This design comes from an exercise in tuning for small area, a short achievable clock period and few clock cycles per item on the open sky130 flow, not from production work.
The RTL was checked by simulation tests, not by an equivalence proof against the original design.

## fp32_div_pipe
module fp32_div_pipe (
  input  logic        clk,
  input  logic        rst_n,
  input  logic        in_valid,
  output logic        in_ready,
  input  logic [31:0] in_a,
  input  logic [31:0] in_b,
  output logic        out_valid,
  input  logic        out_ready,
  output logic [31:0] out_q,
  output logic [3:0]  out_flags
);
  logic adv;
  logic rdy_q;
  logic take;
  logic arrive;
  logic r0_v;
  logic r1_v;
  logic r2_v;
  logic out_v;
  logic sk_v;
  logic [30:0] r0_a;
  logic [30:0] r0_b;
  logic r0_s;
  logic [7:0] ea;
  logic [7:0] eb;
  logic [22:0] fa1;
  logic [22:0] fb1;
  logic a_emax;
  logic a_ez;
  logic a_fnz;
  logic b_emax;
  logic b_ez;
  logic b_fnz;
  logic anan;
  logic ainf;
  logic bnan;
  logic binf;
  logic runf;
  logic [1:0] kind1;
  logic kx1;
  logic [9:0] e1;
  logic [9:0] e1n;
  logic [1:0] r2_kind;
  logic r2_kx;
  logic [23:0] d1;
  logic [5:0] qt1;
  logic [26:0] s1_S;
  logic [26:0] s1_C;
  logic [12:0] s1_qp;
  logic [6:0] s1_qn;
  logic [26:0] r1_S;
  logic [26:0] r1_C;
  logic [12:0] r1_qp;
  logic [6:0] r1_qn;
  logic [22:0] r1_fa;
  logic [22:0] r1_fb;
  logic r1_fbz;
  logic [9:0] r1_e;
  logic r1_s;
  logic [26:0] d2;
  logic [25:0] wg;
  logic [25:0] wp;
  logic negw;
  logic [22:0] cq;
  logic [22:0] cz;
  logic [22:0] cg;
  logic [22:0] cpp;
  logic [19:0] hG;
  logic [19:0] hP;
  logic [4:0] lG;
  logic [4:0] lP;
  logic ccin;
  logic cmid;
  logic [22:0] cc;
  logic [22:0] fr2;
  logic [22:0] r2_fr;
  logic [22:0] r2_fa;
  logic [9:0] r2_e;
  logic r2_s;
  logic [23:0] ma;
  logic [47:0] pg;
  logic [47:0] ppr;
  logic [48:0] pc;
  logic [47:0] p;
  logic p47;
  logic [22:0] mant;
  logic guard;
  logic sticky;
  logic rnd;
  logic [23:0] ic;
  logic [22:0] mant_r;
  logic mcarry;
  logic [9:0] exp_r;
  logic n_ovf;
  logic n_unf;
  logic k_nan;
  logic k_inf;
  logic k_zero;
  logic [31:0] q3;
  logic [3:0] f3;
  logic [31:0] out_q_r;
  logic [3:0] out_f_r;
  logic [31:0] sk_q;
  logic [3:0] sk_f;
  logic [26:0] ir0;
  logic [26:0] ir1;
  logic [26:0] ir2;
  logic [26:0] ir3;
  logic [26:0] ir4;
  logic [26:0] ir5;
  logic [4:0] iwis0;
  logic [16:0] iwa0;
  logic [16:0] iwb0;
  ...
Size: about 4,200 cells after synthesis, roughly 330 flip-flops, about 110 I/O pins, ~43,000 µm² of cells after synthesis.
==> flow/config.mk <==
export PLATFORM = sky130hd
export DESIGN_NAME = fp32_div_pipe
export DESIGN_NICKNAME = fp32_div_pipe
export VERILOG_FILES = /design/flow/design.v
export SDC_FILE = /design/flow/constraint.sdc
export NUM_CORES = 4
export LEC_CHECK = 0
export ABC_AREA = 1
export CAP_MARGIN = 20
export CORE_MARGIN = 2
export CORE_UTILIZATION = 60
export CTS_CLUSTER_DIAMETER = 80
export CTS_CLUSTER_SIZE = 24
export SLEW_MARGIN = 60
export SYNTH_HIERARCHICAL = 1
export SYNTH_MINIMUM_KEEP_SIZE = 0
==> flow/constraint.sdc <==
create_clock -name core_clock -period 125.0 [get_ports {clk}]
set_input_delay 25.0000 -clock core_clock [delete_from_list [all_inputs] [get_ports {clk}]]
set_output_delay 25.0000 -clock core_clock [all_outputs]
set_load 0.01 [all_outputs]
standard.sh (not shown) runs the stock make flow with config.mk's settings and CLKGATE_MAP_FILE= SYNTH_SCRIPT=/design/flow/synth_recipe.tcl, a recipe that flattens the netlist after the stock synthesis.
==> flow/flow/run.sh <==
#!/bin/bash
# Own layout flow: the standard flow (standard synthesis, floorplan, place,
# CTS, route) unchanged, except that the input and output port buffers that
# buffer_ports inserts are sky130_fd_sc_hd__buf_2 cells instead of the default
# choice. Every port is still buffered.
set -euo pipefail
export BUFFER_PORTS_ARGS="-buffer_cell sky130_fd_sc_hd__buf_2"
bash standard.sh finish > standard_flow.log 2>&1
Testbench counts at the start, summed over its fixed seeds: cycles 16,032, items 16,000.
Then changed:
==> flow/flow/run.sh (replaced) <==
#!/bin/bash
# Own layout flow: the standard flow (standard synthesis, floorplan, place,
# CTS, route) unchanged, except that the input and output port buffers that
# buffer_ports inserts are sky130_fd_sc_hd__buf_1 cells instead of the default
# choice. Every port is still buffered.
set -euo pipefail
export BUFFER_PORTS_ARGS="-buffer_cell sky130_fd_sc_hd__buf_1"
bash standard.sh finish > standard_flow.log 2>&1
--- a/flow/config.mk
+++ b/flow/config.mk
@@ -11,4 +11,4 @@
 export CORE_UTILIZATION = 60
-export CTS_CLUSTER_DIAMETER = 80
-export CTS_CLUSTER_SIZE = 24
+export CTS_CLUSTER_DIAMETER = 100
+export CTS_CLUSTER_SIZE = 30
 export SLEW_MARGIN = 60
Area after synthesis does not change.
Via count falls slightly.
Then changed:
==> flow/flow/run.sh (replaced) <==
#!/bin/bash
# Own layout flow: the standard flow (standard synthesis, floorplan, place,
# CTS, route) unchanged, except that the input and output port buffers that
# buffer_ports inserts are sky130_fd_sc_hd__buf_2 cells instead of the default
# choice. Every port is still buffered.
set -euo pipefail
export BUFFER_PORTS_ARGS="-buffer_cell sky130_fd_sc_hd__buf_2"
bash standard.sh finish > standard_flow.log 2>&1
--- a/flow/config.mk
+++ b/flow/config.mk
@@ -13,3 +13,3 @@
 export CTS_CLUSTER_SIZE = 30
-export SLEW_MARGIN = 60
+export SLEW_MARGIN = 45
 export SYNTH_HIERARCHICAL = 1
Outcome:
- The changed run finished clean
- die area is unchanged
- wire length hardly moves
- maximum frequency is about the same
- cell count decreases by about 0.46%
- final area decreases by about 0.45%
- clock skew increases by 4.6 ps
- count of clock-buffer cells in the layout decreases by 2
- global-route usage is about the same
- non-clock buffer count decreases by 24
Then changed:
--- a/flow/config.mk
+++ b/flow/config.mk
@@ -13,3 +13,3 @@
 export CTS_CLUSTER_SIZE = 30
-export SLEW_MARGIN = 45
+export SLEW_MARGIN = 60
 export SYNTH_HIERARCHICAL = 1
What happened:
- The new run completed without violations
- die area does not change
- count of clock-buffer cells in the layout came out higher by 1
- final area went up by 0.48%
- routed wire length barely changes
- maximum frequency barely changes
- critical path depth stays the same
- setup slack hardly moves
- non-clock buffer count went up by 18
- utilization came out higher by 0.31 points
- global-route usage is about the same

[re-timing with driven ports]
The flow's constraints put no driver on any port. The routed layouts listed below were extracted and timed again, unchanged, in two steps. Step 1, drivers: a clkbuf_16 drives clk and a buf_2 each remaining input, both assumed. Step 2, shift: input delay + t, output delay - t, t = (earliest + latest rising clock arrival at the registers) / 2. This alone moves slack from input paths to output paths. Three values: ideal ports, drivers, drivers and shift; two values: the first two.
| run | t, ns | slack for setup (ns) | hold slack, ns | worst setup path at the end |
|---|---|---|---|---|
| the first run | 0.655 | 98.844 / 98.775 / 99.091 | 0.425 / 0.425 / 0.425 | input to register |
| the second run | 0.639 | 98.835 / 98.767 / 99.061 | 0.426 / 0.426 / 0.426 | input to register |
| the third run | 0.629 | 98.861 / 98.792 / 99.052 | 0.419 / 0.419 / 0.419 | input to register |
| the fourth run | 0.630 | 98.859 / 98.792 / 99.098 | 0.430 / 0.430 / 0.430 | input to register |
After both steps setup and hold are still met in every run listed.
